What follows belongs to an exercise in optimizing a design on an open flow for small area; a production flow would make more cautious choices.
Only simulation tests tie the RTL to the original design; equivalence was not proved.
No driver is modelled on the clock port, so clocking that relies on it looks cheaper here than on a real chip.
Power and IR drop assume default switching activity.

$ cat flow/flow/run.sh
#!/bin/bash
# The standard layout (standard.sh, the standard flow's own ORFS flow) with these changes:
# ports buffered with buf_1 instead of the delay cell buffer_ports picks;
# a clock tree of clkbuf_8 leaf clusters without dummy loads; and global
# routing that leaves more of met1/met2 free for pin access (fastroute.tcl);
# and entry select lines driven by one size-2 gate each (size_selects.tcl).
# Synthesis runs first on its own, unchanged.
set -euo pipefail
here=$(pwd)
bash standard.sh synth > standard_synth.log 2>&1
bash standard.sh \
  "BUFFER_PORTS_ARGS=-buffer_cell sky130_fd_sc_hd__buf_1" \
  "CTS_ARGS=-sink_clustering_enable -repair_clock_nets -sink_clustering_size 16 -sink_clustering_max_diameter 70 -buf_list sky130_fd_sc_hd__clkbuf_8 -dont_use_dummy_load" \
  "FASTROUTE_TCL=$here/flow/fastroute.tcl" \
  "PRE_CTS_TCL=$here/flow/size_selects.tcl" \
  finish > standard_make.log 2>&1
$ cat flow/flow/fastroute.tcl
# Global routing layers as the platform's fastroute.tcl sets them, but with
# less of met1 and met2 given to global routes, so that the detailed router
# has room on them for the pin access of the dense AOI cells.
set_global_routing_layer_adjustment met1 0.6
set_global_routing_layer_adjustment met2 0.35
set_global_routing_layer_adjustment met3-$::env(MAX_ROUTING_LAYER) 0.2

set_routing_layers -clock $::env(MIN_CLK_ROUTING_LAYER)-$::env(MAX_ROUTING_LAYER)
set_routing_layers -signal $::env(MIN_ROUTING_LAYER)-$::env(MAX_ROUTING_LAYER)
$ cat flow/flow/size_selects.tcl
# Sourced before CTS (PRE_CTS_TCL). Each entry select line and write data bus
# has about 32 loads. The placement-time repair drove them with a small gate
# plus one or two large buffers; drive each with one gate of drive 2 instead:
# remove the buffers such gates drive, then upsize the drivers that are left
# with more than 20 loads. Synthesis sized the write-cell AOI22s up for speed
# a 4 ns clock does not need; take those back to size 1 (the timing repair in
# CTS follows). Then legalize.
set db [ord::get_db]
set blk [ord::get_db_block]
set drv_re {__((clk)?inv|(clk)?buf|nand2|nand3)_[0-9]+$}
set rm {}
foreach inst [$blk getInsts] {
  if {![regexp {__buf_[0-9]+$} [[$inst getMaster] getName]]} continue
  set in ""
  foreach it [$inst getITerms] { if {[$it isInputSignal]} { set in [$it getNet] } }
  if {$in eq "" || [$in getSigType] ne "SIGNAL"} continue
  foreach it [$in getITerms] {
    if {[$it isOutputSignal] && [regexp $drv_re [[[$it getInst] getMaster] getName]]} {
      lappend rm [$inst getName]
    }
  }
}
puts "size_selects: removing [llength $rm] buffers"
if {[llength $rm] > 0} { remove_buffers {*}$rm }
set up {
  sky130_fd_sc_hd__inv_1 sky130_fd_sc_hd__inv_2
  sky130_fd_sc_hd__clkinv_1 sky130_fd_sc_hd__inv_2
  sky130_fd_sc_hd__buf_1 sky130_fd_sc_hd__buf_2
  sky130_fd_sc_hd__clkbuf_1 sky130_fd_sc_hd__buf_2
  sky130_fd_sc_hd__nand2_1 sky130_fd_sc_hd__nand2_2
  sky130_fd_sc_hd__nand3_1 sky130_fd_sc_hd__nand3_2
}
set down {
  sky130_fd_sc_hd__a22oi_2 sky130_fd_sc_hd__a22oi_1
  sky130_fd_sc_hd__a22oi_4 sky130_fd_sc_hd__a22oi_1
}
set nup 0
set ndown 0
foreach inst [$blk getInsts] {
  set m [[$inst getMaster] getName]
  if {[dict exists $up $m]} {
    foreach it [$inst getITerms] {
      if {[$it isOutputSignal] && [$it getNet] ne "NULL" && [llength [[$it getNet] getITerms]] > 21} {
        $inst swapMaster [$db findMaster [dict get $up $m]]
        incr nup
      }
    }
  } elseif {[dict exists $down $m]} {
    $inst swapMaster [$db findMaster [dict get $down $m]]
    incr ndown
  }
}
puts "size_selects: upsized $nup drivers, downsized $ndown cells"
detailed_placement
estimate_parasitics -placement
$ cat flow/standard.sh
#!/bin/bash
# synth_recipe.tcl (not shown) runs the flow's synth.tcl, then flattens the netlist and writes it again
# the make line also repeats each setting of config.mk as NAME=value (left out here)
make -C /OpenROAD-flow-scripts/flow DESIGN_CONFIG=/design/flow/config.mk WORK_HOME=/design/flow/orfs CLKGATE_MAP_FILE= SYNTH_SCRIPT=/design/flow/synth_recipe.tcl "${@:-finish}"
$ cat flow/config.mk
export PLATFORM = sky130hd
export DESIGN_NAME = reg_file_mp
export DESIGN_NICKNAME = reg_file_mp
export VERILOG_FILES = /design/flow/design.v
export SDC_FILE = /design/flow/constraint.sdc
export NUM_CORES = 4
export LEC_CHECK = 0
export CAP_MARGIN = 20
export CELL_PAD_IN_SITES_DETAIL_PLACEMENT = 2
export CELL_PAD_IN_SITES_GLOBAL_PLACEMENT = 2
export CORE_MARGIN = 2
export CORE_UTILIZATION = 40
export PLACE_DENSITY = 0.55
export SLEW_MARGIN = 20
export SYNTH_HIERARCHICAL = 1
$ cat flow/constraint.sdc
create_clock -name core_clock -period 4.0 [get_ports {clk}]
set_input_delay 0.8000 -clock core_clock [delete_from_list [all_inputs] [get_ports {clk}]]
set_output_delay 0.8000 -clock core_clock [all_outputs]
set_load 0.01 [all_outputs]
$ cat flow/design.v
package reg_file_pkg;
  typedef enum logic [1:0] {
    RF_INIT,
    RF_READY,
    RF_CLEAR
  } rf_state_e;
  localparam int RF_PTR_W = 5;
  typedef logic [RF_PTR_W-1:0] rf_ptr_t;
endpackage
module reg_file_clr_seq
#(
  parameter int SIZE_REGFILE = 5
) (
  input  logic clk,
  input  logic rst,
  input  logic clr,
  output logic ready
);
  logic [SIZE_REGFILE-1:0] ptr;
  always_ff @(posedge clk or negedge rst) begin
    if (!rst) begin
      ptr   <= '0;
      ready <= 1'b0;
    end else if (ready) begin
      if (clr) ready <= 1'b0;
    end else begin
      ptr <= ptr + 1'b1;
      if (&ptr) ready <= 1'b1;
    end
  end
endmodule
module rf_aoi22 (
  input  logic a1, a2, b1, b2,
  output logic y
);
  assign y = ~((a1 & a2) | (b1 & b2));
endmodule
module rf_o21a (
  input  logic a1, a2, b1,
  output logic y
);
  assign y = (a1 | a2) & b1;
endmodule
module rf_o22ai (
  input  logic a1, a2, b1, b2,
  output logic y
);
  assign y = ~((a1 | a2) & (b1 | b2));
endmodule
module rf_nor2 (
  input  logic a, b,
  output logic y
);
  assign y = ~(a | b);
endmodule
module rf_or2 (
  input  logic a, b,
  output logic y
);
  assign y = a | b;
endmodule
module rf_nand4 (
  input  logic a, b, c, d,
  output logic y
);
  assign y = ~(a & b & c & d);
endmodule
module rf_nand3 (
  input  logic a, b, c,
  output logic y
);
  assign y = ~(a & b & c);
endmodule
module rf_nand2 (
  input  logic a, b,
  output logic y
);
  assign y = ~(a & b);
endmodule
module rf_inv (
  input  logic a,
  output logic y
);
  assign y = ~a;
endmodule
module rf_rdbit (
  input  logic [31:0] ns,
  input  logic [31:0] dn,
  output logic        y
);
  logic [15:0] p;
  logic [7:0]  g;
  logic [1:0]  h;
  genvar i;
  generate
    for (i = 0; i < 16; i++) begin : g_oai
      rf_o22ai u_oai (
        .a1(ns[2*i]), .a2(dn[2*i]), .b1(ns[2*i+1]), .b2(dn[2*i+1]), .y(p[i])
      );
    end
    for (i = 0; i < 8; i++) begin : g_nor
      rf_nor2 u_nor (.a(p[2*i]), .b(p[2*i+1]), .y(g[i]));
    end
    for (i = 0; i < 2; i++) begin : g_nand
      rf_nand4 u_nand (.a(g[4*i]), .b(g[4*i+1]), .c(g[4*i+2]), .d(g[4*i+3]), .y(h[i]));
    end
  endgenerate
  rf_or2 u_or (.a(h[0]), .b(h[1]), .y(y));
endmodule
module reg_file_mp
#(
  parameter int DATA_WIDTH   = 32,
  parameter int SIZE_REGFILE = 5,
  parameter int NUM_RD       = 2,
  parameter int NUM_WR       = 2,
  parameter int ZERO_REG     = 1
) (
  input  logic                           clk,
  input  logic                           rst,
  input  logic                           rg_clr,
  output logic                           rg_ready,
  input  logic [NUM_WR-1:0]              rg_wrt_en,
  input  logic [NUM_WR*SIZE_REGFILE-1:0] rg_wrt_dest,
  input  logic [NUM_WR*DATA_WIDTH-1:0]   rg_wrt_data,
  input  logic [NUM_RD-1:0]              rg_rd_en,
  input  logic [NUM_RD*SIZE_REGFILE-1:0] rg_rd_addr,
  output logic [NUM_RD*DATA_WIDTH-1:0]   rg_rd_data,
  output logic [NUM_RD-1:0]              rg_rd_valid
);
  localparam int DEPTH = 2 ** SIZE_REGFILE;
  localparam int W = DATA_WIDTH;
  logic ready;
  reg_file_clr_seq #(
    .SIZE_REGFILE (SIZE_REGFILE)
  ) u_clr_seq (
    .clk   (clk),
    .rst   (rst),
    .clr   (rg_clr),
    .ready (ready)
  );
  logic [W-1:0] d0, d1;
  logic [SIZE_REGFILE-1:0] a0, a1, r0, r1;
  assign d0 = rg_wrt_data[W-1:0];
  assign d1 = rg_wrt_data[2*W-1:W];
  assign a0 = rg_wrt_dest[SIZE_REGFILE-1:0];
  assign a1 = rg_wrt_dest[2*SIZE_REGFILE-1:SIZE_REGFILE];
  assign r0 = rg_rd_addr[SIZE_REGFILE-1:0];
  assign r1 = rg_rd_addr[2*SIZE_REGFILE-1:SIZE_REGFILE];
  logic we0, we1, re0, re1;
  assign we0 = ready & rg_wrt_en[0];
  assign we1 = ready & rg_wrt_en[1];
  assign re0 = ready & rg_rd_en[0];
  assign re1 = ready & rg_rd_en[1];
  logic [W-1:0] memn [1:DEPTH-1];
  logic [W-1:0] memn_nx [1:DEPTH-1];
  logic [DEPTH-1:1] s1, s0, nhd;
  logic [DEPTH-1:0] nq0, nq1;
  logic [3:0] lo_w0, lo_w1, lo_r0, lo_r1;
  logic [7:0] hi_w0, hi_w1, hi_r0, hi_r1;
  always_comb begin
    for (int j = 0; j < 4; j++) begin
      lo_w0[j] = (a0[1:0] == j);
      lo_w1[j] = (a1[1:0] == j);
      lo_r0[j] = (r0[1:0] == j);
      lo_r1[j] = (r1[1:0] == j);
    end
    for (int j = 0; j < 8; j++) begin
      hi_w0[j] = we0 & (a0[4:2] == j);
      hi_w1[j] = we1 & (a1[4:2] == j);
      hi_r0[j] = re0 & (r0[4:2] == j);
      hi_r1[j] = re1 & (r1[4:2] == j);
    end
  end
  genvar k, b;
  generate
    for (k = 1; k < DEPTH; k++) begin : g_ent
      logic ns1, ns0;
      rf_nand2 u_ns1 (.a(lo_w1[k%4]), .b(hi_w1[k/4]), .y(ns1));
      rf_nand3 u_ns0 (.a(lo_w0[k%4]), .b(hi_w0[k/4]), .c(ns1), .y(ns0));
      rf_nand3 u_nhd (.a(ready), .b(ns1), .c(ns0), .y(nhd[k]));
      rf_nand2 u_nq0 (.a(lo_r0[k%4]), .b(hi_r0[k/4]), .y(nq0[k]));
      rf_nand2 u_nq1 (.a(lo_r1[k%4]), .b(hi_r1[k/4]), .y(nq1[k]));
      rf_inv u_s1 (.a(ns1), .y(s1[k]));
      rf_inv u_s0 (.a(ns0), .y(s0[k]));
      for (b = 0; b < W; b++) begin : g_bit
        logic x;
        rf_aoi22 u_x (.a1(s1[k]), .a2(d1[b]), .b1(s0[k]), .b2(d0[b]), .y(x));
        rf_o21a u_w (.a1(nhd[k]), .a2(memn[k][b]), .b1(x), .y(memn_nx[k][b]));
      end
      always_ff @(posedge clk) begin
        memn[k] <= memn_nx[k];
      end
    end
  endgenerate
  assign nq0[0] = re0;
  assign nq1[0] = re1;
  logic [W-1:0] rd0, rd1, rw0, rw1;
  logic [1:0]   vld;
  generate
    for (b = 0; b < W; b++) begin : g_rd
      logic [DEPTH-1:0] c0, c1;
      rf_inv u_h0 (.a(rd0[b]), .y(c0[0]));
      rf_inv u_h1 (.a(rd1[b]), .y(c1[0]));
      for (k = 1; k < DEPTH; k++) begin : g_c
        assign c0[k] = memn[k][b];
        assign c1[k] = memn[k][b];
      end
      rf_rdbit u_r0 (.ns(nq0), .dn(c0), .y(rw0[b]));
      rf_rdbit u_r1 (.ns(nq1), .dn(c1), .y(rw1[b]));
    end
  endgenerate
  always_ff @(posedge clk or negedge rst) begin
    if (!rst) begin
      rd0 <= '0;
      rd1 <= '0;
      vld <= '0;
    end else begin
      rd0 <= rw0;
      rd1 <= rw1;
      vld <= {re1, re0};
    end
  end
  assign rg_ready    = ready;
  assign rg_rd_data  = {rd1, rd0};
  assign rg_rd_valid = vld;
endmodule
==> flow_summary_export.csv, run 1 <==
group,metric,value,unit
clocking,cts_num_sinks,1064,
clocking,postCtsSetupBuffers,0,
global_route,grt_antenna_before_repair,27,
yosys,yosysWarnings,11,
global_route,global_route.overflow_total,0,
clocking,clock_tree_from_tritoncts,"yes",
worst_setup_path,path_max_fanout,17,
die,floorplan.initialDensity,40.2,%
worst_setup_path,cp_slowest_cell,"sky130_fd_sc_hd__nor2_1",
sta,fin_crit_sh,95.2,%
worst_setup_path,sort_of_element_at_the_start_of_the_critical_path,"flip-flop",
power,power_per_cell_area,399,nW/um2
power,power.ir.vdd_worst,250,uV
detailed_routing,route.detailed.vias_per_inst,7.31,
cells_and_area,area.growth.synth_to_final,1.87,%
global_route,grt_first_pass_wirelength,423000,um
sta,rsz0062_at_grt,"false",
detailed_routing,wl_per_cell,41.8,um
sta,setup_total_negative_slack,0,ps
clocking,cts_inserted_buffers,96,
sta,fin_crit,3810,ps
worst_setup_path,worst_ep_required_time,4790,ps
die,design.core.area,131000,um2
die,die_w,367,um
worst_setup_path,timing.critical_path.max_delay_family,"simple AND/OR/NAND/NOR gates",
yosys,synthDominantAreaCellType,"sky130_fd_sc_hd__dfxtp_1",
detailed_routing,first_iter_violations,2580,
worst_setup_path,timing.critical_path.to_type,"flip-flop",
job,drv_cap,0,
worst_setup_path,critical-path-max-stage-delay,670,ps
sta,hold_violations,0,
cells_and_area,layout.area.seq,21700,um2
sta,slew_viol_final,0,
yosys,synth_fp_nets,5236,
yosys,cell_count_after_synthesis,5143,
cells_and_area,nNetsFinal,5537,
hold_path,class_of_the_most_critical_hold_timing_path,"in -> reg",
yosys,syn_area_per_cell,10.2,um2
placement,detailedPlacementHpwl,195000,um
detailed_routing,postRouteWirelength,302000,um
worst_setup_path,cp_num_buf_inv,2,
placement,finalWeightedCongestion,0.984,
placement,placement.io_buffers,157,
cells_and_area,fill_cells,14300,
clocking,clk_pin_slew_worst_paths,100,ps
cells_and_area,share_of_cells_above_drive_strength_1,6.91,%
sta,tightest_slew,1240,ps
die,chipHeight,367,um
placement,numPlacedInstances,7364,
detailed_routing,remaining_drc_errors,0,
worst_setup_path,critPathMostFrequentCell,"sky130_fd_sc_hd__nor2_1",
power,post-layout-total-power,0.0214,W
die,die_area,135000,um2
worst_setup_path,setup.worst_path.class,"reg -> reg",
sta,setup_viol,0,
power,leakagePower,15.3,nW
sta,fmaxAchievable,263,MHz
cells_and_area,multi_input_comb_area,26400,um2
detailed_routing,detailroute.via_count,52900,
die,row_count,133,
yosys,yosys.area.top_type_share,37.7,%
yosys,synthesized_cell_area,52700,um2
die,top_level_ports,158,
run_status,run_status,"complete, no violations",
worst_setup_path,worstPathCellList,"buf_4 -> nand2_1 -> nor2_1 -> nand2_2 -> buf_16 -> o22ai_1 -> nor2_1 -> nand4_1 -> or2_1",
cells_and_area,layout.cells.non_filler,7233,
yosys,synth_cell_type_count,27,
yosys,netlist_top_cells_area,"sky130_fd_sc_hd__dfxtp_1, sky130_fd_sc_hd__a22oi_2, sky130_fd_sc_hd__o21a_1",
clocking,clkLatencyLatePin,890,ps
yosys,synth_seq_area_share,41.1,%
worst_setup_path,worst-endpoint-arrival,4600,ps
detailed_routing,number_of_iterations_in_the_first_detailed_routing_pass,6,
global_route,maximum_number_of_pins_on_one_net_before_global_route_repair,73,
global_route,first_global_vias,60200,
global_route,globalRouteTotalUtil,57.4,%
sta,max-slew-margin-rel,17.5,%
sta,worst_clock_skew,84.0,ps
detailed_routing,antenna_violating_nets_post_route,0,
yosys,ys_ff_latch,1064,
==> synthesized netlist by cell type <==
library cell	n
sky130_fd_sc_hd__or3b_1	2
sky130_fd_sc_hd__and3_1	1
sky130_fd_sc_hd__buf_2	1
sky130_fd_sc_hd__xnor2_2	1
sky130_fd_sc_hd__and2_2	2
sky130_fd_sc_hd__nor2_1	540
sky130_fd_sc_hd__or2_1	64
sky130_fd_sc_hd__o22ai_1	1024
sky130_fd_sc_hd__nand3_1	66
sky130_fd_sc_hd__o21a_1	992
sky130_fd_sc_hd__inv_1	127
sky130_fd_sc_hd__nand3b_1	4
sky130_fd_sc_hd__xnor2_1	2
sky130_fd_sc_hd__mux2i_1	1
sky130_fd_sc_hd__mux2_4	2
sky130_fd_sc_hd__ha_1	2
sky130_fd_sc_hd__dfxtp_1	992
sky130_fd_sc_hd__and2_1	4
sky130_fd_sc_hd__dfrtp_1	72
sky130_fd_sc_hd__nor3_1	8
sky130_fd_sc_hd__a22oi_2	992
sky130_fd_sc_hd__buf_6	1
sky130_fd_sc_hd__nand4b_4	1
sky130_fd_sc_hd__nor2b_1	8
sky130_fd_sc_hd__nand2_1	99
sky130_fd_sc_hd__nand4_1	128
sky130_fd_sc_hd__nand2b_1	7
==> worst reg2reg max path: stages, from the launching register on <==
cell and delay, ps:
sky130_fd_sc_hd__dfrtp_2 460, sky130_fd_sc_hd__buf_4 390, sky130_fd_sc_hd__nand2_1 240, sky130_fd_sc_hd__nor2_1 670, sky130_fd_sc_hd__nand2_2 660, sky130_fd_sc_hd__buf_16 390
sky130_fd_sc_hd__o22ai_1 180, sky130_fd_sc_hd__nor2_1 80, sky130_fd_sc_hd__nand4_1 510, sky130_fd_sc_hd__or2_1 180
==> where the power goes <==
group / internal [W] / switching [W] / total [W]
combinational: 0.000792 / 0.00332 / 0.00411
sequential: 0.0108 / 0.000417 / 0.0113
clock: 0.00213 / 0.00395 / 0.00608
total: 0.0138 / 0.00769 / 0.0214
==> cells by family (layout without fill, tap and decap cells) <==
logic type | count (synthesis) | after routing | synth area share, %
compound gates | 3008 | 3008 | 49.8
flops | 1064 | 1064 | 41.1
simple gates | 934 | 934 | 7.93
buf+inv | 129 | 428 | 0.935
xor+xnor | 3 | 3 | 0.0641
mux | 3 | 3 | 0.0760
fa+ha+maj | 2 | 2 | 0.0475
other cells | 0 | 36 | 0
==> per-module statistics from Yosys, one instance, submodules excluded, excerpt <==
module       area, um2  cells
rf_nor2           3.75      1
rf_aoi22          12.5      1
rf_o21a           7.51      1
rf_nand4          6.26      1
rf_nand3          5.00      1
rf_nand2          3.75      1
rf_inv            3.75      1
rf_o22ai          6.26      1
reg_file_mp      21900   1131
rf_or2            6.26      1
==> cells in the final DEF (no fill, tap or decap), types with 14 or more instances in the layout <==
cell type                  Yosys  layout
sky130_fd_sc_hd__a22oi_1       0     992
sky130_fd_sc_hd__buf_1         0      92
sky130_fd_sc_hd__buf_12        0      16
sky130_fd_sc_hd__buf_16        0      14
sky130_fd_sc_hd__buf_4         0      17
sky130_fd_sc_hd__clkbuf_2      0      64
sky130_fd_sc_hd__clkbuf_8      0      97
sky130_fd_sc_hd__clkinv_2      0      25
sky130_fd_sc_hd__dfrtp_1      72      71
sky130_fd_sc_hd__dfxtp_1     992     992
sky130_fd_sc_hd__diode_2       0      36
sky130_fd_sc_hd__inv_1       127      65
sky130_fd_sc_hd__inv_2         0      34
sky130_fd_sc_hd__nand2_1      99      37
sky130_fd_sc_hd__nand2_4       0      51
sky130_fd_sc_hd__nand3_1      66      35
sky130_fd_sc_hd__nand3_4       0      28
sky130_fd_sc_hd__nand4_1     128     128
sky130_fd_sc_hd__nor2_1      540     540
sky130_fd_sc_hd__o21a_1      992     992
sky130_fd_sc_hd__o22ai_1    1024    1024
sky130_fd_sc_hd__or2_1        64      64
==> stage by stage <==
stage / utilization, % / hold slack [ps] / setup slack, ps / cell area [um2]
2_1_floorplan: - / 463 / 994 / 52700
3_3_place_gp: 45.3 / 470 / 40.3 / 59400
3_5_place_dp: 45.3 / 480 / 143 / 59400
4_1_cts: 40.0 / 100 / 340 / 52400
5_1_grt: 40.9 / 75.8 / 3.02 / 53700
6_report: 40.9 / 120 / 193 / 53700
==> area by class of cell <==
type / count / area share, %
multi-input combinational: 3950 / 49.1
sequential: 1064 / 40.3
tap: 1755 / 4.09
timing repair buffer: 205 / 2.84
clock buffer: 96 / 2.46
inverter: 127 / 0.960
antenna: 36 / 0.168
==> worst paths after layout <==
check                                start         endpoint  slack [ps]  depth (start not counted)
hold / removal                      rg_clr  u_clr_seq.ready         120                          2
min in group asynchronous              rst           rd0[2]         400                          2
setup / recovery           u_clr_seq.ready          rd1[19]         190                          9
setup reg to reg           u_clr_seq.ready          rd1[19]         190                          9
max in group asynchronous              rst          rd0[12]        2790                          3
hold reg to reg               memn[27][18]     memn[27][18]         500                          1
==> registers in the layout, summed over array words and instances (netlist names) <==
name / count
u_clr_seq.ptr: 5
rd0: 32
vld: 2
u_clr_seq.ready: 1
rd1: 32
memn: 992
==> timing repair <==
action / in CTS / in global routing
setup endpoints to repair: 0 / 7
hold buffers: 0 / 1
hold endpoints to repair: 0 / 21
gates resized for setup: 0 / 5
==> layer usage <==
metal	up-vias	track usage [%]	routed length, um
li1	21500	-	-
met1	25400	76.1	94100
met2	4387	73.2	119000
met3	1474	46.1	61300
met4	46	37.1	26300
met5	-	8.30	1270
==> run 2: changes to the inputs <==
--- a/flow/config.mk
+++ b/flow/config.mk
@@ -8,7 +8,6 @@
 export CAP_MARGIN = 20
-export CELL_PAD_IN_SITES_DETAIL_PLACEMENT = 2
-export CELL_PAD_IN_SITES_GLOBAL_PLACEMENT = 2
+export CELL_PAD_IN_SITES_DETAIL_PLACEMENT = 1
+export CELL_PAD_IN_SITES_GLOBAL_PLACEMENT = 1
 export CORE_MARGIN = 2
-export CORE_UTILIZATION = 40
-export PLACE_DENSITY = 0.55
+export CORE_UTILIZATION = 45
 export SLEW_MARGIN = 20
==> flow_summary_export.csv, run 2 <==
group,metric,value,unit
placement,placement.io_buffers,157,
power,p_sw_share,35.0,%
sta,fmaxAchievable,275,MHz
power,seq_pwr_share,53.9,%
worst_setup_path,worst_ep_required_time,4770,ps
yosys,synth-edff-count,0,
cells_and_area,commonest_non_fill_non_tap_cells_in_the_layout,"sky130_fd_sc_hd__o22ai_1, sky130_fd_sc_hd__o21a_1, sky130_fd_sc_hd__a22oi_1, sky130_fd_sc_hd__dfxtp_1, sky130_fd_sc_hd__nor2_1",
yosys,synth_cell_type_count,27,
sta,setup_viol,0,
worst_setup_path,timing.critical_path.to_type,"flip-flop",
global_route,grt_antenna_before_repair,28,
sta,fin_crit_sh,91.0,%
worst_setup_path,worst-endpoint-arrival,4410,ps
yosys,synth.cells.most_frequent,"sky130_fd_sc_hd__o22ai_1, sky130_fd_sc_hd__a22oi_2, sky130_fd_sc_hd__dfxtp_1, sky130_fd_sc_hd__o21a_1, sky130_fd_sc_hd__nor2_1",
global_route,globalRouteTotalUtil,59.8,%
power,internal-power,0.0135,W
yosys,synth_flop_cell,"sky130_fd_sc_hd__dfxtp_1",
yosys,syn_area_per_cell,10.2,um2
power,switchingPower,0.00728,W
yosys,synth-xor-area-share,0.0641,%
clocking,clk_pin_slew_worst_paths,100,ps
die,row_count,125,
cells_and_area,layout.cells.non_filler,6964,
worst_setup_path,worstPathCellList,"nand2b_1 -> nor3_1 -> nand2_2 -> o22ai_1 -> nor2_1 -> nand4_1 -> or2_1",
sta,tightest_slew,1240,ps
worst_setup_path,setup.worst_path.class,"reg -> reg",
worst_setup_path,reg2reg_setup_slack,360,ps
power,power_per_cell_area,394,nW/um2
clocking,cts_inserted_buffers,92,
die,top_level_ports,158,
cells_and_area,reg.largest.list,"memn: 992 flops, rd0: 32 flops, rd1: 32 flops",
sta,max-slew-margin-rel,17.5,%
yosys,async_set_or_reset_register_ratio_after_synthesis,6.77,%
global_route,global_route.overflow_total,0,
cells_and_area,finalCoreUtilization,45.5,%
global_route,maximum_number_of_pins_on_one_net_before_global_route_repair,73,
worst_setup_path,path_max_fanout,32,
yosys,synthesized_area_fraction_occupied_by_adder_cells,0.0475,%
worst_setup_path,worst_r2r_path_depth,7,
cells_and_area,nNetsFinal,5515,
cells_and_area,multi_input_comb_area,26400,um2
cells_and_area,top_register,"memn",
sta,hold_violations,0,
worst_setup_path,timing.rr.start,"u_clr_seq.ready",
sta,setup_total_negative_slack,0,ps
power,leakagePower,15.0,nW
power,share_clk_of_total_power,28.3,%
clocking,postCtsSetupBuffers,0,
sta,fin_crit,3640,ps
sta,worst_clock_skew,61.3,ps
placement,numPlacedInstances,7085,
die,design.core.area,116000,um2
yosys,yosys.area_share.simple,7.93,%
detailed_routing,wl_per_cell,40.0,um
clocking,clkLatencyLatePin,830,ps
global_route,grt_first_pass_wirelength,395000,um
detailed_routing,detailroute.via_count,52100,
power,power.ir.vdd_worst,265,uV
sta,slew_viol_final,0,
yosys,netlist_top_cells_area,"sky130_fd_sc_hd__dfxtp_1, sky130_fd_sc_hd__a22oi_2, sky130_fd_sc_hd__o21a_1",
yosys,share_of_synthesized_area_spent_on_multiplexers,0.0760,%
hold_path,class_of_the_most_critical_hold_timing_path,"in -> reg",
clocking,clock_tree_from_tritoncts,"yes",
clocking,ctsHoldBuffers,0,
detailed_routing,postRouteWirelength,279000,um
cells_and_area,layout.cells.most_common,"sky130_fd_sc_hd__o22ai_1",
global_route,first_global_vias,58300,
cells_and_area,post-route-cell-area,52800,um2
yosys,ys_ff_latch,1064,
detailed_routing,number_of_iterations_in_the_first_detailed_routing_pass,6,
detailed_routing,antenna_violating_nets_post_route,0,
worst_setup_path,cp_num_buf_inv,0,
job,drv_cap,0,
hold_path,timing.hold.worst_endpoint,"u_clr_seq.ready",
die,floorplan.initialDensity,45.4,%
yosys,synth_seq_area_share,41.1,%
worst_setup_path,cp_slowest_cell,"sky130_fd_sc_hd__nand2_2",
worst_setup_path,worst_r2r_endpoint,"rd1[12]",
cells_and_area,largest_register_ffs,992,
yosys,synth_compound_area_share,49.8,%
worst_setup_path,sort_of_element_at_the_start_of_the_critical_path,"flip-flop",
cells_and_area,area.growth.synth_to_final,0.278,%
cells_and_area,layout.area.seq,21700,um2
detailed_routing,first_iter_violations,2781,
placement,detailedPlacementHpwl,175000,um
power,combPwrFrac,17.8,%
yosys,synthesized_cell_area,52700,um2
clocking,cts_num_sinks,1064,
die,chipHeight,346,um
placement,finalWeightedCongestion,1.01,
hold_path,min_path_cells,2,
cells_and_area,share_of_cells_above_drive_strength_1,6.51,%
detailed_routing,remaining_drc_errors,0,
sta,rsz0062_at_grt,"false",
placement,placed_cell_area,58700,um2
clocking,cts_resized,0,
die,die_w,346,um
yosys,yosys.area.top_type_share,37.7,%
die,die_area,120000,um2
run_status,run_status,"complete, no violations",
yosys,yosysMostFrequentCell,"sky130_fd_sc_hd__o22ai_1",
yosys,synth_top_family_by_area,"compound AO/OA/AOI/OAI gates",
cells_and_area,fill_cells,13500,
worst_setup_path,critical-path-max-stage-delay,950,ps
worst_setup_path,timing.critical_path.max_delay_family,"simple AND/OR/NAND/NOR gates",
detailed_routing,route.detailed.vias_per_inst,7.48,
hold_path,min_from,"rg_clr",
yosys,cell_count_after_synthesis,5143,
yosys,synth_fp_nets,5236,
yosys,synthDominantAreaCellType,"sky130_fd_sc_hd__dfxtp_1",
yosys,yosysWarnings,11,
## run 2: cells by family (layout without fill, tap and decap cells)
kind of cell | count (synthesis) | count (layout)
XOR/XNOR | 3 | 3
buffers and inverters | 129 | 406
AO/OA/AOI/OAI | 3008 | 3008
other | 0 | 20
flip-flops | 1064 | 1064
adder cells (fa/ha/maj) | 2 | 2
multiplexers | 3 | 3
AND/OR/NAND/NOR | 934 | 934
## run 2: power groups by stage
| stage | registers, W | clock network (W) | logic, W |
|---|---|---|---|
| 2_1_floorplan | 0.0113 | 0 | 0.00133 |
| 3_3_place_gp | 0.0114 | 0 | 0.00386 |
| 3_5_place_dp | 0.0114 | 0 | 0.00391 |
| 4_1_cts | 0.0112 | 0.00599 | 0.00340 |
| 5_1_grt | 0.0112 | 0.00632 | 0.00382 |
| 6_report | 0.0112 | 0.00589 | 0.00371 |
## run 2: worst max path at each step
stage,startpoint,endpoint,cells after the start
finish,u_clr_seq.ready,rd1[12],7
global route,u_clr_seq.ready,rd1[12],7
CTS,u_clr_seq.ready,rd1[5],7
detailed placement,rg_rd_addr[6],rd1[24],8
global placement,rg_rd_addr[6],rd1[3],8
floorplan,u_clr_seq.ready,memn[19][0],7
## run 2: worst reg2reg max path, cell delays in order (launching register included)
cell and delay, ps:
sky130_fd_sc_hd__dfrtp_2 450, sky130_fd_sc_hd__nand2b_1 160, sky130_fd_sc_hd__nor3_1 830, sky130_fd_sc_hd__nand2_2 950, sky130_fd_sc_hd__o22ai_1 490, sky130_fd_sc_hd__nor2_1 130, sky130_fd_sc_hd__nand4_1 420, sky130_fd_sc_hd__or2_1 180
## run 2: modules after synthesis, one instance, submodules excluded, a selection
module / times used / flops+latches / cell area [um2]
reg_file_mp: 1 / 1058 / 21900
rf_inv: 126 / 0 / 3.75
rf_nand2: 93 / 0 / 3.75
rf_nand3: 62 / 0 / 5.00
rf_nor2: 512 / 0 / 3.75
rf_o22ai: 1024 / 0 / 6.26
rf_or2: 64 / 0 / 6.26
## run 2: final cells by class
| type | instances | area share, % |
|---|---|---|
| timing repair buffer | 187 | 2.11 |
| multi-input combinational | 3950 | 49.9 |
| sequential | 1064 | 41.0 |
| tap | 1524 | 3.61 |
| inverter | 127 | 0.923 |
| clock buffer | 92 | 2.40 |
| antenna | 20 | 0.0947 |
## run 2: metrics by stage
stage	total power, W	setup WS [ps]	hold slack [ps]
2_1_floorplan	0.0126	994	463
3_3_place_gp	0.0153	148	469
3_5_place_dp	0.0153	119	479
4_1_cts	0.0206	722	176
5_1_grt	0.0214	294	201
6_report	0.0208	359	216
## run 2: per-layer routing
layer  global-route usage [%]  up-vias  wire length, um
met1                     76.5    24600            84900
met2                     76.5     4374           109000
li1                         -    21500                -
met5                     10.3        -             1750
met3                     48.4     1608            56400
met4                     40.5       68            26400
==> run 3: changes to the inputs <==
--- a/flow/design.v
+++ b/flow/design.v
@@ -78,2 +78,8 @@
   assign y = ~(a & b);
+endmodule
+module rf_nor3 (
+  input  logic a, b, c,
+  output logic y
+);
+  assign y = ~(a | b | c);
 endmodule
@@ -157,18 +163,20 @@
   logic [DEPTH-1:0] nq0, nq1;
-  logic [3:0] lo_w0, lo_w1, lo_r0, lo_r1;
-  logic [7:0] hi_w0, hi_w1, hi_r0, hi_r1;
+  logic [3:0] lo_w0, lo_w1, nlo_r0, nlo_r1;
+  logic [7:0] hi_w0, hi_w1, nhi_r0, nhi_r1;
   always_comb begin
     for (int j = 0; j < 4; j++) begin
-      lo_w0[j] = (a0[1:0] == j);
-      lo_w1[j] = (a1[1:0] == j);
-      lo_r0[j] = (r0[1:0] == j);
-      lo_r1[j] = (r1[1:0] == j);
+      lo_w0[j]  = (a0[1:0] == j);
+      lo_w1[j]  = (a1[1:0] == j);
+      nlo_r0[j] = ~(r0[1:0] == j);
+      nlo_r1[j] = ~(r1[1:0] == j);
     end
     for (int j = 0; j < 8; j++) begin
-      hi_w0[j] = we0 & (a0[4:2] == j);
-      hi_w1[j] = we1 & (a1[4:2] == j);
-      hi_r0[j] = re0 & (r0[4:2] == j);
-      hi_r1[j] = re1 & (r1[4:2] == j);
+      hi_w0[j]  = we0 & (a0[4:2] == j);
+      hi_w1[j]  = we1 & (a1[4:2] == j);
+      nhi_r0[j] = ~(re0 & (r0[4:2] == j));
+      nhi_r1[j] = ~(re1 & (r1[4:2] == j));
     end
   end
+  logic nready;
+  assign nready = ~ready;
   genvar k, b;
@@ -176,10 +184,13 @@
     for (k = 1; k < DEPTH; k++) begin : g_ent
-      logic ns1, ns0;
+      logic ns1, ns0, hd, q0, q1;
       rf_nand2 u_ns1 (.a(lo_w1[k%4]), .b(hi_w1[k/4]), .y(ns1));
       rf_nand3 u_ns0 (.a(lo_w0[k%4]), .b(hi_w0[k/4]), .c(ns1), .y(ns0));
-      rf_nand3 u_nhd (.a(ready), .b(ns1), .c(ns0), .y(nhd[k]));
-      rf_nand2 u_nq0 (.a(lo_r0[k%4]), .b(hi_r0[k/4]), .y(nq0[k]));
-      rf_nand2 u_nq1 (.a(lo_r1[k%4]), .b(hi_r1[k/4]), .y(nq1[k]));
       rf_inv u_s1 (.a(ns1), .y(s1[k]));
       rf_inv u_s0 (.a(ns0), .y(s0[k]));
+      rf_nor3 u_hd (.a(nready), .b(s1[k]), .c(s0[k]), .y(hd));
+      rf_inv u_nhd (.a(hd), .y(nhd[k]));
+      rf_nor2 u_q0 (.a(nlo_r0[k%4]), .b(nhi_r0[k/4]), .y(q0));
+      rf_nor2 u_q1 (.a(nlo_r1[k%4]), .b(nhi_r1[k/4]), .y(q1));
+      rf_inv u_nq0 (.a(q0), .y(nq0[k]));
+      rf_inv u_nq1 (.a(q1), .y(nq1[k]));
       for (b = 0; b < W; b++) begin : g_bit
--- a/flow/flow/size_selects.tcl
+++ b/flow/flow/size_selects.tcl
@@ -4,3 +4,4 @@
 # remove the buffers such gates drive, then upsize the drivers that are left
-# with more than 20 loads. Synthesis sized the write-cell AOI22s up for speed
+# with more than 20 loads. Synthesis sized the write-cell AOI22s and the
+# hold-select NOR3s up for speed
 # a 4 ns clock does not need; take those back to size 1 (the timing repair in
@@ -35,2 +36,3 @@
   sky130_fd_sc_hd__a22oi_4 sky130_fd_sc_hd__a22oi_1
+  sky130_fd_sc_hd__nor3_2 sky130_fd_sc_hd__nor3_1
 }
--- a/flow/config.mk
+++ b/flow/config.mk
@@ -8,6 +8,4 @@
 export CAP_MARGIN = 20
-export CELL_PAD_IN_SITES_DETAIL_PLACEMENT = 1
-export CELL_PAD_IN_SITES_GLOBAL_PLACEMENT = 1
 export CORE_MARGIN = 2
-export CORE_UTILIZATION = 45
+export CORE_UTILIZATION = 55
 export SLEW_MARGIN = 20
==> flow_summary_export.csv, run 3 <==
group,metric,value,unit
run_status,run_status,"complete, no violations",
worst_setup_path,setup.worst_path.class,"reg -> reg",
cells_and_area,area.growth.synth_to_final,-2.96,%
placement,dp_slack,359,ps
yosys,synth_seq_area_share,40.7,%
global_route,globalRouteTotalUtil,62.6,%
sta,fin_crit,3910,ps
cells_and_area,share_of_cells_above_drive_strength_1,5.89,%
clocking,cts_num_sinks,1064,
yosys,ys_ff_latch,1064,
sta,max-slew-margin-rel,18.5,%
power,leakagePower,14.2,nW
worst_setup_path,timing.rr.start,"u_clr_seq.ready",
cells_and_area,largest_register_ffs,992,
sta,rsz0062_at_grt,"false",
clocking,clk_pin_slew_worst_paths,100,ps
detailed_routing,remaining_drc_errors,0,
global_route,maximum_number_of_pins_on_one_net_before_global_route_repair,73,
die,row_count,114,
worst_setup_path,timing.critical_path.to_type,"flip-flop",
worst_setup_path,worst_r2r_endpoint,"memn[5][29]",
worst_setup_path,worst-endpoint-arrival,4620,ps
placement,numPlacedInstances,6947,
cells_and_area,layout.cells.most_common,"sky130_fd_sc_hd__o22ai_1",
cells_and_area,nNetsFinal,5576,
hold_path,min_path_cells,2,
yosys,synth_cell_type_count,29,
job,drv_cap,0,
global_route,first_global_vias,54900,
hold_path,min_from,"rg_clr",
cells_and_area,commonest_non_fill_non_tap_cells_in_the_layout,"sky130_fd_sc_hd__o22ai_1, sky130_fd_sc_hd__o21a_1, sky130_fd_sc_hd__a22oi_1, sky130_fd_sc_hd__dfxtp_1, sky130_fd_sc_hd__nor2_1",
yosys,synth-edff-count,0,
hold_path,class_of_the_most_critical_hold_timing_path,"in -> reg",
cells_and_area,top_register,"memn",
yosys,synth_flop_cell,"sky130_fd_sc_hd__dfxtp_1",
yosys,async_set_or_reset_register_ratio_after_synthesis,6.77,%
power,post-layout-total-power,0.0216,W
die,die_w,315,um
yosys,synthDominantAreaCellType,"sky130_fd_sc_hd__dfxtp_1",
power,power_per_cell_area,419,nW/um2
cells_and_area,layout.cells.non_filler,6780,
sta,slew_viol_final,0,
detailed_routing,number_of_iterations_in_the_first_detailed_routing_pass,8,
die,chipHeight,315,um
sta,worst_clock_skew,57.7,ps
global_route,grt_first_pass_wirelength,351000,um
placement,placement.io_buffers,157,
clocking,cts_inserted_buffers,80,
clocking,clkLatencyLatePin,790,ps
worst_setup_path,path_max_fanout,33,
placement,finalWeightedCongestion,1.09,
yosys,synth_fp_nets,5328,
sta,final_critical_path_setup_slack,93.0,ps
detailed_routing,first_iter_violations,3680,
worst_setup_path,worst_r2r_path_depth,7,
clocking,clock_tree_from_tritoncts,"yes",
hold_path,timing.hold.worst_endpoint,"u_clr_seq.ready",
die,design.core.area,96300,um2
sta,hold_violations,0,
worst_setup_path,worst_ep_required_time,4710,ps
sta,setup_total_negative_slack,0,ps
detailed_routing,wl_per_cell,35.8,um
sta,tightest_slew,1220,ps
detailed_routing,antenna_violating_nets_post_route,0,
detailed_routing,route.detailed.vias_per_inst,7.67,
yosys,yosysMostFrequentCell,"sky130_fd_sc_hd__o22ai_1",
cells_and_area,reg.largest.list,"memn: 992 flops, rd0: 32 flops, rd1: 32 flops",
yosys,synthesized_cell_area,53200,um2
sta,setup_viol,0,
yosys,netlist_top_cells_area,"sky130_fd_sc_hd__dfxtp_1, sky130_fd_sc_hd__a22oi_2, sky130_fd_sc_hd__o21a_1",
die,floorplan.initialDensity,55.3,%
yosys,yosysWarnings,11,
cells_and_area,finalCoreUtilization,53.6,%
clocking,postCtsSetupBuffers,0,
sta,fin_crit_sh,97.7,%
yosys,syn_area_per_cell,10.2,um2
yosys,yosys.area.top_type_share,37.3,%
worst_setup_path,sort_of_element_at_the_start_of_the_critical_path,"flip-flop",
die,top_level_ports,158,
yosys,synth.cells.most_frequent,"sky130_fd_sc_hd__o22ai_1, sky130_fd_sc_hd__a22oi_2, sky130_fd_sc_hd__dfxtp_1, sky130_fd_sc_hd__o21a_1, sky130_fd_sc_hd__nor2_1",
cells_and_area,fill_cells,9290,
sta,fmaxAchievable,256,MHz
detailed_routing,detailroute.via_count,52000,
die,die_area,99300,um2
power,power.ir.vdd_worst,346,uV
global_route,global_route.overflow_total,0,
global_route,grt_antenna_before_repair,27,
worst_setup_path,reg2reg_setup_slack,90,ps
detailed_routing,postRouteWirelength,243000,um
yosys,cell_count_after_synthesis,5235,
placement,detailedPlacementHpwl,163000,um
-- run 3: changes by cell type after synthesis, moves of 4 or more --
cell and delta:
sky130_fd_sc_hd__nor3_1 -4, sky130_fd_sc_hd__inv_1 +94, sky130_fd_sc_hd__nand3_1 -29, sky130_fd_sc_hd__nor2_1 +50, sky130_fd_sc_hd__nor3_2 +31, sky130_fd_sc_hd__nand2_1 -52
-- run 3: worst max path at each step --
stage,from,endpoint,slack [ps],cells past startpoint
global route,u_clr_seq.ready,memn[5][3],40,7
detailed placement,rg_rd_addr[6],rd1[20],360,9
CTS,u_clr_seq.ready,memn[7][19],270,7
global placement,rg_rd_addr[6],rd1[20],370,9
floorplan,rg_wrt_dest[9],memn[1][0],910,7
finish,u_clr_seq.ready,memn[5][29],90,7
-- run 3: critical path: stages, from the launching register on --
cell,delay [ps]
sky130_fd_sc_hd__dfrtp_1,720
sky130_fd_sc_hd__nand3_1,420
sky130_fd_sc_hd__nor3_1,650
sky130_fd_sc_hd__nand3_1,170
sky130_fd_sc_hd__inv_2,750
sky130_fd_sc_hd__nor3_1,120
sky130_fd_sc_hd__inv_2,820
sky130_fd_sc_hd__o21a_1,190
-- run 3: layer usage --
layer / up-vias / global-route usage (%) / part of all wire [%]
li1: 21600 / - / -
met1: 24400 / 82.0 / 31
met2: 4684 / 78.3 / 39
met3: 1299 / 55.2 / 22
met4: 66 / 35.6 / 7.3
met5: - / 13.0 / 0.70
-- run 3: stage by stage --
stage	instance area, um2	hold WS (ps)
2_1_floorplan	53200	463
3_3_place_gp	58300	468
3_5_place_dp	58300	477
4_1_cts	51500	166
5_1_grt	51600	183
6_report	51600	194
-- run 3: where the power goes --
part	internal [W]	switching, W	leakage, nW	total (W)
logic	0.000894	0.00363	4.67	0.00452
registers	0.0110	0.000677	8.96	0.0117
clock network	0.00179	0.00363	0.575	0.00542
total	0.0137	0.00793	14.2	0.0216
-- run 3: what timing repair did --
item,4_1_cts,5_1_grt
hold endpoints to repair,0,25
resized for setup,0,4
hold buffers,0,1
setup endpoints to repair,0,47
-- run 3: cell families after synthesis --
| kind of cell | after synthesis | synth area share (%) |
|---|---|---|
| adders and majority gates | 2 | 0.0470 |
| xor gates and xnor gates | 3 | 0.0635 |
| muxes | 3 | 0.0752 |
| and+or+nand+nor | 932 | 8.15 |
| AOI/OAI and AO/OA | 3008 | 49.4 |
| buffers and inverters | 223 | 1.60 |
| DFF | 1064 | 40.7 |
-- run 3: area by class of cell --
| type | instances | area, um2 | area share [%] |
|---|---|---|---|
| Clock buffer | 80 | 1100 | 2.13 |
| Antenna cell | 23 | 57.6 | 0.111 |
| Multi-Input combinational cell | 3948 | 25600 | 49.5 |
| Timing Repair Buffer | 168 | 810 | 1.57 |
| Inverter | 221 | 835 | 1.62 |
| Sequential cell | 1064 | 21700 | 41.9 |
| Tap cell | 1276 | 1600 | 3.09 |
-- run 3: Yosys stat by module, one instance, submodules excluded, a selection --
| module | cells inside | area [um2] | flip-flops and latches | copies in the design |
|---|---|---|---|---|
| rf_or2 | 1 | 6.26 | 0 | 64 |
| rf_inv | 1 | 3.75 | 0 | 219 |
| rf_o22ai | 1 | 6.26 | 0 | 1024 |
| rf_nor3 | 1 | 10.0 | 0 | 31 |
| reg_file_mp | 1130 | 21900 | 1058 | 1 |
| rf_nor2 | 1 | 3.75 | 0 | 574 |
| rf_nand3 | 1 | 5.00 | 0 | 31 |
| rf_aoi22 | 1 | 12.5 | 0 | 992 |
| rf_nand4 | 1 | 6.26 | 0 | 128 |
| rf_o21a | 1 | 7.51 | 0 | 992 |
| rf_nand2 | 1 | 3.75 | 0 | 31 |
==> run 4: changes to the inputs <==
--- a/flow/design.v
+++ b/flow/design.v
@@ -55,7 +55,7 @@
 endmodule
-module rf_or2 (
-  input  logic a, b,
-  output logic y
-);
-  assign y = a | b;
+module rf_a211o (
+  input  logic a1, a2, b1, c1,
+  output logic y
+);
+  assign y = (a1 & a2) | b1 | c1;
 endmodule
@@ -79,8 +79,2 @@
 endmodule
-module rf_nor3 (
-  input  logic a, b, c,
-  output logic y
-);
-  assign y = ~(a | b | c);
-endmodule
 module rf_inv (
@@ -92,4 +86,6 @@
 module rf_rdbit (
-  input  logic [31:0] ns,
-  input  logic [31:0] dn,
+  input  logic [30:0] ns,
+  input  logic [30:0] dn,
+  input  logic        h_en,
+  input  logic        h_d,
   output logic        y
@@ -101,3 +97,3 @@
   generate
-    for (i = 0; i < 16; i++) begin : g_oai
+    for (i = 0; i < 15; i++) begin : g_oai
       rf_o22ai u_oai (
@@ -113,3 +109,4 @@
   endgenerate
-  rf_or2 u_or (.a(h[0]), .b(h[1]), .y(y));
+  rf_nor2 u_last (.a(ns[30]), .b(dn[30]), .y(p[15]));
+  rf_a211o u_or (.a1(h_en), .a2(h_d), .b1(h[0]), .c1(h[1]), .y(y));
 endmodule
@@ -162,3 +159,3 @@
   logic [DEPTH-1:1] s1, s0, nhd;
-  logic [DEPTH-1:0] nq0, nq1;
+  logic [DEPTH-1:1] nq0, nq1;
   logic [3:0] lo_w0, lo_w1, nlo_r0, nlo_r1;
@@ -179,4 +176,2 @@
   end
-  logic nready;
-  assign nready = ~ready;
   genvar k, b;
@@ -184,3 +179,3 @@
     for (k = 1; k < DEPTH; k++) begin : g_ent
-      logic ns1, ns0, hd, q0, q1;
+      logic ns1, ns0, nhd_l, hd, q0, q1;
       rf_nand2 u_ns1 (.a(lo_w1[k%4]), .b(hi_w1[k/4]), .y(ns1));
@@ -189,3 +184,4 @@
       rf_inv u_s0 (.a(ns0), .y(s0[k]));
-      rf_nor3 u_hd (.a(nready), .b(s1[k]), .c(s0[k]), .y(hd));
+      rf_nand3 u_nhdl (.a(ready), .b(ns1), .c(ns0), .y(nhd_l));
+      rf_inv u_hd (.a(nhd_l), .y(hd));
       rf_inv u_nhd (.a(hd), .y(nhd[k]));
@@ -205,17 +201,15 @@
   endgenerate
-  assign nq0[0] = re0;
-  assign nq1[0] = re1;
   logic [W-1:0] rd0, rd1, rw0, rw1;
   logic [1:0]   vld;
+  logic         nre0, nre1;
+  assign nre0 = ~re0;
+  assign nre1 = ~re1;
   generate
     for (b = 0; b < W; b++) begin : g_rd
-      logic [DEPTH-1:0] c0, c1;
-      rf_inv u_h0 (.a(rd0[b]), .y(c0[0]));
-      rf_inv u_h1 (.a(rd1[b]), .y(c1[0]));
+      logic [DEPTH-2:0] c;
       for (k = 1; k < DEPTH; k++) begin : g_c
-        assign c0[k] = memn[k][b];
-        assign c1[k] = memn[k][b];
+        assign c[k-1] = memn[k][b];
       end
-      rf_rdbit u_r0 (.ns(nq0), .dn(c0), .y(rw0[b]));
-      rf_rdbit u_r1 (.ns(nq1), .dn(c1), .y(rw1[b]));
+      rf_rdbit u_r0 (.ns(nq0[DEPTH-1:1]), .dn(c), .h_en(nre0), .h_d(rd0[b]), .y(rw0[b]));
+      rf_rdbit u_r1 (.ns(nq1[DEPTH-1:1]), .dn(c), .h_en(nre1), .h_d(rd1[b]), .y(rw1[b]));
     end
==> flow_summary_export.csv, run 4 <==
group,metric,value,unit
run_status,run_status,"complete, no violations",
yosys,ys_ff_latch,1064,
yosys,async_set_or_reset_register_ratio_after_synthesis,6.77,%
die,top_level_ports,158,
power,seq_pwr_share,56.4,%
job,drv_cap,0,
hold_path,class_of_the_most_critical_hold_timing_path,"in -> reg",
worst_setup_path,reg2reg_setup_slack,370,ps
worst_setup_path,worst_ep_required_time,4700,ps
yosys,cell_count_after_synthesis,5203,
sta,rsz0062_at_grt,"false",
power,power_per_cell_area,370,nW/um2
worst_setup_path,worst_r2r_endpoint,"rd1[19]",
detailed_routing,number_of_iterations_in_the_first_detailed_routing_pass,9,
detailed_routing,route.detailed.vias_per_inst,7.83,
power,power.ir.vdd_worst,312,uV
yosys,synth_cell_type_count,28,
worst_setup_path,crit_path_end,"rd1[19]",
sta,max-slew-margin-rel,15.7,%
die,row_count,113,
cells_and_area,reg.largest.list,"memn: 992 flops, rd0: 32 flops, rd1: 32 flops",
clocking,postCtsSetupBuffers,0,
global_route,grt_first_pass_wirelength,364000,um
power,leakagePower,14.9,nW
detailed_routing,detailroute.via_count,52700,
die,chipHeight,314,um
detailed_routing,antenna_violating_nets_post_route,0,
die,die_area,98700,um2
sta,setup_viol,0,
detailed_routing,remaining_drc_errors,0,
placement,finalWeightedCongestion,1.07,
yosys,synth_flop_cell,"sky130_fd_sc_hd__dfxtp_1",
global_route,grt_antenna_before_repair,20,
yosys,yosys.area.top_type_share,37.5,%
detailed_routing,wl_per_cell,37.5,um
global_route,maximum_number_of_pins_on_one_net_before_global_route_repair,73,
clocking,cts_num_sinks,1064,
placement,dp_slack,585,ps
worst_setup_path,worst-endpoint-arrival,4330,ps
sta,worst_clock_skew,76.6,ps
clocking,clkLatencyLatePin,810,ps
worst_setup_path,timing.critical_path.to_type,"flip-flop",
cells_and_area,commonest_non_fill_non_tap_cells_in_the_layout,"sky130_fd_sc_hd__o21a_1, sky130_fd_sc_hd__a22oi_1, sky130_fd_sc_hd__dfxtp_1, sky130_fd_sc_hd__o22ai_1, sky130_fd_sc_hd__nor2_1",
global_route,global_route.overflow_total,0,
worst_setup_path,sort_of_element_at_the_start_of_the_critical_path,"flip-flop",
power,internal-power,0.0128,W
worst_setup_path,start_point_of_the_critical_path,"u_clr_seq.ready",
yosys,synth_seq_area_share,40.9,%
clocking,clk_pin_slew_worst_paths,100,ps
worst_setup_path,timing.rr.start,"u_clr_seq.ready",
yosys,yosysWarnings,11,
worst_setup_path,path_max_fanout,32,
die,floorplan.initialDensity,55.6,%
detailed_routing,postRouteWirelength,253000,um
sta,slew_viol_final,0,
cells_and_area,largest_register_ffs,992,
yosys,netlist_top_cells_area,"sky130_fd_sc_hd__dfxtp_1, sky130_fd_sc_hd__a22oi_2, sky130_fd_sc_hd__o21a_1",
yosys,synth_fp_nets,5296,
placement,placement.io_buffers,157,
worst_setup_path,worst_r2r_path_depth,9,
die,design.core.area,95200,um2
global_route,globalRouteTotalUtil,66.0,%
sta,fin_crit,3630,ps
worst_setup_path,setup.worst_path.class,"reg -> reg",
clocking,clock_tree_from_tritoncts,"yes",
sta,fin_crit_sh,90.9,%
sta,fmaxAchievable,275,MHz
cells_and_area,nNetsFinal,5548,
yosys,synth.cells.most_frequent,"sky130_fd_sc_hd__a22oi_2, sky130_fd_sc_hd__dfxtp_1, sky130_fd_sc_hd__o21a_1",
power,p_sw_share,33.0,%
yosys,synthDominantAreaCellType,"sky130_fd_sc_hd__dfxtp_1",
detailed_routing,first_iter_violations,3830,
power,combPwrFrac,14.8,%
cells_and_area,share_of_cells_above_drive_strength_1,6.03,%
placement,detailedPlacementHpwl,152000,um
sta,tightest_slew,1260,ps
power,share_clk_of_total_power,28.7,%
yosys,synth-edff-count,0,
global_route,first_global_vias,56100,
cells_and_area,top_register,"memn",
clocking,cts_inserted_buffers,80,
yosys,syn_area_per_cell,10.2,um2
sta,final_critical_path_setup_slack,366,ps
sta,hold_violations,0,
power,switchingPower,0.00630,W
cells_and_area,area.growth.synth_to_final,-2.50,%
yosys,synthesized_cell_area,52900,um2
sta,setup_total_negative_slack,0,ps
die,die_w,314,um
[run 4: changes by cell type after synthesis]
cell / change
sky130_fd_sc_hd__nor2_1: +64
sky130_fd_sc_hd__nand3_1: +31
sky130_fd_sc_hd__inv_1: -32
sky130_fd_sc_hd__o22ai_1: -64
sky130_fd_sc_hd__nor3_2: -31
sky130_fd_sc_hd__a211o_1: +64
sky130_fd_sc_hd__or2_1: -64
[run 4: routing by layer]
metal	share of wire, %	GRT usage [%]
met3	21	56.8
met2	39	79.5
met5	1.1	23.0
met4	9.5	49.8
met1	30	80.7
[run 4: cells by family (layout without fill, tap and decap cells)]
family,Yosys count,after routing,synth area share (%)
other,0,18,0
multiplexers,3,3,0.0756
AND/OR/NAND/NOR,932,932,7.59
XOR/XNOR,3,3,0.0638
flip-flops,1064,1064,40.9
adder cells (fa/ha/maj),2,2,0.0473
buffers and inverters,191,441,1.38
AO/OA/AOI/OAI,3008,3008,49.9
[run 4: worst min-delay path by stage]
stage / from / endpoint / slack, ps / depth (start not counted)
global placement: memn[9][25] / memn[9][25] / 470 / 1
global route: rg_clr / u_clr_seq.ready / 200 / 2
floorplan: memn[11][0] / memn[11][0] / 460 / 1
CTS: rg_clr / u_clr_seq.ready / 170 / 2
finish: rg_clr / u_clr_seq.ready / 190 / 2
detailed placement: memn[29][4] / memn[29][4] / 480 / 1
[run 4: power by group through the flow]
stage	clock network [W]	logic, W	registers [W]
detailed placement	0	0.00299	0.0110
floorplan	0	0.00103	0.0110
finish	0.00549	0.00284	0.0108
CTS	0.00549	0.00255	0.0108
global placement	0	0.00296	0.0110
global route	0.00585	0.00287	0.0108
[run 4: timing repair]
item	in CTS	in global routing
resized for setup	0	0
hold endpoints to repair	0	23
hold buffers	0	1
[run 4: layout make-up]
type | count | area [um2]
diodes | 18 | 45.0
clock buffers | 80 | 1100
fillers | 9310 | 43500
inverters | 189 | 742
multi-input cells | 3948 | 25600
flip-flops and latches | 1064 | 21700
well taps | 1265 | 1580
repair buffers | 172 | 901
[run 4: worst max-delay path, stage by stage, from the launching register on]
cell                      delay [ps]
sky130_fd_sc_hd__dfrtp_1         390
sky130_fd_sc_hd__buf_4           220
sky130_fd_sc_hd__and3b_2         270
sky130_fd_sc_hd__nand3_1         230
sky130_fd_sc_hd__nor2_1          120
sky130_fd_sc_hd__inv_2           800
sky130_fd_sc_hd__o22ai_1         170
sky130_fd_sc_hd__nor2_1          290
sky130_fd_sc_hd__nand4_1         570
sky130_fd_sc_hd__a211o_1         470
[run 4: per-stage QoR]
step | power (W) | instances | hold slack [ps] | utilization (%) | cell area, um2
4_1_cts | 0.0188 | 6710 | 166 | 54.0 | 51400
3_3_place_gp | 0.0140 | 6865 | 469 | 60.8 | 57800
6_report | 0.0191 | 6736 | 186 | 54.2 | 51600
3_5_place_dp | 0.0140 | 6865 | 476 | 60.8 | 57800
2_1_floorplan | 0.0120 | 5203 | 463 | - | 52900
5_1_grt | 0.0195 | 6726 | 203 | 54.2 | 51600
[run 4: modules after synthesis, one instance, submodules excluded, a selection]
module    flops+latches  cells  times used
rf_nand3              0      1          62
rf_a211o              0      1          64
rf_o21a               0      1         992
rf_inv                0      1         186
rf_nor2               0      1         638
rf_nand2              0      1          31

==> re-timing with driven ports <==
No port has a modelled driver above. Below, the same layouts with a new extraction and two added sets of constraints. Step 1, drivers: a clkbuf_16 drives clk and a buf_2 each remaining input, both assumed. Step 2 adds t to the input delays and takes it off the output delays; t is the mean of the earliest and latest rising clock arrival at the registers after step 1. Input paths then give back, and output paths get back, about the clock's delay inside the block. Three values: ideal, step 1, step 2; two values: the first two.
run	t, ns	setup slack, ns	latest minus earliest clock arrival (ns)	worst data-port slew with drivers (ns)	cell pins on the clock port's net
run 1	0.927	0.193 / 0.193 / 0.009	0.091 / 0.090	0.16	1
run 2	0.871	0.359 / 0.359 / -0.147	0.063 / 0.063	0.12	1
run 3	0.844	0.093 / 0.093 / -0.132	0.081 / 0.080	0.13	1
run 4	0.851	0.366 / 0.366 / 0.086	0.084 / 0.084	0.13	1
Met with ideal ports but missed after step 2: setup timing in run 2 and run 3. For run 2, which loses most, drivers alone change the setup slack by 0.000 ns; drivers and shift together by -0.506 ns.
